This is an optimization exercise on Yosys and OpenROAD, whose aim is small area, a short achievable clock period and few clock cycles per item, not a production implementation.
The RTL was checked by simulation tests, not by an equivalence proof against the original design.

// damped_level_smoother
module damped_level_smoother
#(
    parameter int LEVEL_FRAC_BITS = dls_pkg::DLS_LEVEL_FRAC_BITS
)
(
    input  logic                  clk,
    input  logic                  rst_n,
    input  logic                  in_valid,
    output logic                  in_stall,
    input  logic                  func,
    input  logic [7:0]            data_value,
    output logic                  out_valid,
    input  logic                  out_stall,
    output logic [7:0]            level_byte,
    output logic [16:0]           level_q16,
    output logic                  busy_res,
    input  logic                  cfg_valid,
    output logic                  cfg_ready,
    input  logic [dls_pkg::CFG_IDX_W-1:0]  cfg_index,
    input  logic [dls_pkg::CFG_DATA_W-1:0] cfg_data
);
clock: 9.0 ns
lec_check: 0
abc_area: 1
cap_margin: 20
core_margin: 2
core_utilization: 40
setup_slack_margin: 2.0
slew_margin: 20
run.sh (not shown) runs the stock make flow with config.mk's settings and CLKGATE_MAP_FILE= SYNTH_SCRIPT=/design/flow/synth_recipe.tcl, a recipe that flattens the netlist after the stock synthesis.
The starting point finished with timing, DRC and antenna clean.
Testbench counts at the start, summed over its fixed seeds: cycles 49,107, items 19,200.
==> next run, changes <==
--- a/flow/design.v
+++ b/flow/design.v
@@ -228,28 +228,24 @@
     logic [LVL_W-1:0] target_in;
     logic [LVL_W-1:0] target;
     logic [LVL_W-1:0] level_new;
     logic [SW-1:0]    w;
     logic             near;
     logic             mul_state;
     logic             halve;
     logic             last_mul;
     logic [16:0]      rnd;
     logic [SW-1:0]    add_l;
     logic [SW:0]      mul_r;
     logic             to_target;
-    logic [LVL_W-SNAP-1:0] t_hi;
-    logic [LVL_W-SNAP-1:0] r_hi;
-    logic             lo_gt;
-    logic             lo_lt;
     logic [16:0]      coef_next;
     logic [8:0]       b_one, b_two, b_neg;
     logic [8:0]       one_reg, two_reg, neg_reg;
     logic             snap;
     function automatic logic [LVL_W-1:0] byte_level(input logic [7:0] b);
         logic [LVL_W-1:0] t;
         t = '0;
         for (int i = 0; i < LEVEL_FRAC_BITS; i++)
         begin
             t[i] = b[7 - ((LEVEL_FRAC_BITS - 1 - i) % 8)];
         end
         if (b == 8'hFF)
@@ -264,31 +260,25 @@
         .rst_n     (rst_n),
         .cfg_valid (cfg_valid),
         .cfg_ready (cfg_ready),
         .cfg_index (cfg_index),
         .cfg_data  (cfg_data),
         .cfg       (cfg)
     );
     assign target_in = byte_level(data_value);
     assign target    = byte_level(last_target_reg);
     function automatic logic is_small(input logic [SW-1:0] x);
         is_small = (x[SW-1:SNAP] == '0) || ((&x[SW-1:SNAP]) && (|x[SNAP-1:0]));
     endfunction
-    assign t_hi   = target[LVL_W-1:SNAP];
-    assign r_hi   = d_reg[LVL_W-1:SNAP];
-    assign lo_gt  = d_reg[SNAP-1:0] > target[SNAP-1:0];
-    assign lo_lt  = d_reg[SNAP-1:0] < target[SNAP-1:0];
-    assign snap   = (r_hi == t_hi) ||
-                    (up_reg ? ((r_hi == t_hi - 1'b1) && lo_gt)
-                            : ((r_hi == t_hi + 1'b1) && lo_lt));
+    assign snap = is_small({1'b0, target} - d_reg);
     always_comb
     begin
         to_target = ((state_reg == S_WB) && snap) ||
                     ((state_reg == S_FIX) && to_target_reg) ||
                     ((state_reg == S_M1) && near);
         level_new = level_reg;
         if (to_target)
         begin
             level_new = target;
         end
         else if (state_reg == S_WB)
         begin
The new run passed the timing, DRC and antenna checks.
Wire length went up by 6.4%.
Via count came out higher by 6.9%.
Count of clock-buffer cells in the layout is unchanged.
Global-route usage goes up by 0.51 points.
Sequential share of layout area is lower by 0.42 points.
Setup slack is worse by 42 ps.
Utilization falls by 0.24 points.
Non-clock buffer count rose by 6.
Final cell count came out higher by 5.4%.
Synthesized cell count is higher by 6.1%.
Sequential cell count is unchanged.
Testbench counts after the change, summed over its fixed seeds: cycles 49,107, items 19,200.

* * *

damped_level_smoother again, from the RTL that the note above started with.
Settings: LEC_CHECK=0, ABC_AREA=1, CAP_MARGIN=20, CORE_MARGIN=2, CORE_UTILIZATION=40, SETUP_SLACK_MARGIN=2.5, SLEW_MARGIN=20; clock period 9.0 ns.
The starting point produced a clean layout.
Testbench counts at the start, summed over its fixed seeds: cycles 49,107, items 19,200.
Then changed:
--- a/flow/design.v
+++ b/flow/design.v
@@ -233,18 +233,14 @@
     logic             mul_state;
     logic             halve;
     logic             last_mul;
     logic [16:0]      rnd;
     logic [SW-1:0]    add_l;
     logic [SW:0]      mul_r;
     logic             to_target;
-    logic [LVL_W-SNAP-1:0] t_hi;
-    logic [LVL_W-SNAP-1:0] r_hi;
-    logic             lo_gt;
-    logic             lo_lt;
     logic [16:0]      coef_next;
     logic [8:0]       b_one, b_two, b_neg;
     logic [8:0]       one_reg, two_reg, neg_reg;
     logic             snap;
     function automatic logic [LVL_W-1:0] byte_level(input logic [7:0] b);
         logic [LVL_W-1:0] t;
         t = '0;
@@ -269,21 +265,15 @@
         .cfg       (cfg)
     );
     assign target_in = byte_level(data_value);
     assign target    = byte_level(last_target_reg);
     function automatic logic is_small(input logic [SW-1:0] x);
         is_small = (x[SW-1:SNAP] == '0) || ((&x[SW-1:SNAP]) && (|x[SNAP-1:0]));
     endfunction
-    assign t_hi   = target[LVL_W-1:SNAP];
-    assign r_hi   = d_reg[LVL_W-1:SNAP];
-    assign lo_gt  = d_reg[SNAP-1:0] > target[SNAP-1:0];
-    assign lo_lt  = d_reg[SNAP-1:0] < target[SNAP-1:0];
-    assign snap   = (r_hi == t_hi) ||
-                    (up_reg ? ((r_hi == t_hi - 1'b1) && lo_gt)
-                            : ((r_hi == t_hi + 1'b1) && lo_lt));
+    assign snap = is_small({1'b0, target} - d_reg);
     always_comb
     begin
         to_target = ((state_reg == S_WB) && snap) ||
                     ((state_reg == S_FIX) && to_target_reg) ||
                     ((state_reg == S_M1) && near);
         level_new = level_reg;
         if (to_target)
Outcome: Wire length came out higher by a little under a tenth; setup slack loses 0.032 ns; final cell count came out higher by a few percent; core utilization came out higher by 0.80 points; register-to-register slack loses 0.03 ns; hold slack loses 0.0055 ns; via count came out higher by a little under a tenth; die area came out higher by a few percent; cell area came out higher by a few percent; global-route usage came out higher by 0.63 points.
Testbench counts after the change, summed over its fixed seeds: cycles 49,107, items 19,200.

[afterwards: timing with drivers on the ports]
The results above use ideal ports. As a check the final layouts listed here were re-extracted and re-timed, cells and wires unchanged. Step 1 (the two cells are an assumption about what drives the block):
set clk [get_ports {clk}]
set_driving_cell -lib_cell sky130_fd_sc_hd__clkbuf_16 $clk
set_driving_cell -lib_cell sky130_fd_sc_hd__buf_2 [delete_from_list [all_inputs] $clk]
Step 2 also shifts input and output timing later by t, the mid clock arrival at the registers, as if the neighbouring blocks saw the same clock. a / b / c = ideal / step 1 / step 2; a / b = the first two.
run	t, ns	setup slack, ns	worst hold slack (ns)	worst setup path at the end	latest minus earliest clock arrival (ns)
the first run of note 1	0.504	2.179 / 2.179 / 2.179	0.472 / 0.472 / 0.472	register to register	0.016 / 0.016
the second run of note 1	0.498	2.136 / 2.136 / 2.136	0.466 / 0.466 / 0.466	register to register	0.016 / 0.016
the first run of note 2	0.504	2.701 / 2.701 / 2.701	0.472 / 0.472 / 0.472	register to register	0.015 / 0.014
the second run of note 2	0.494	2.669 / 2.669 / 2.669	0.467 / 0.467 / 0.467	register to register	0.017 / 0.017
After both steps setup and hold are still met in every run listed.
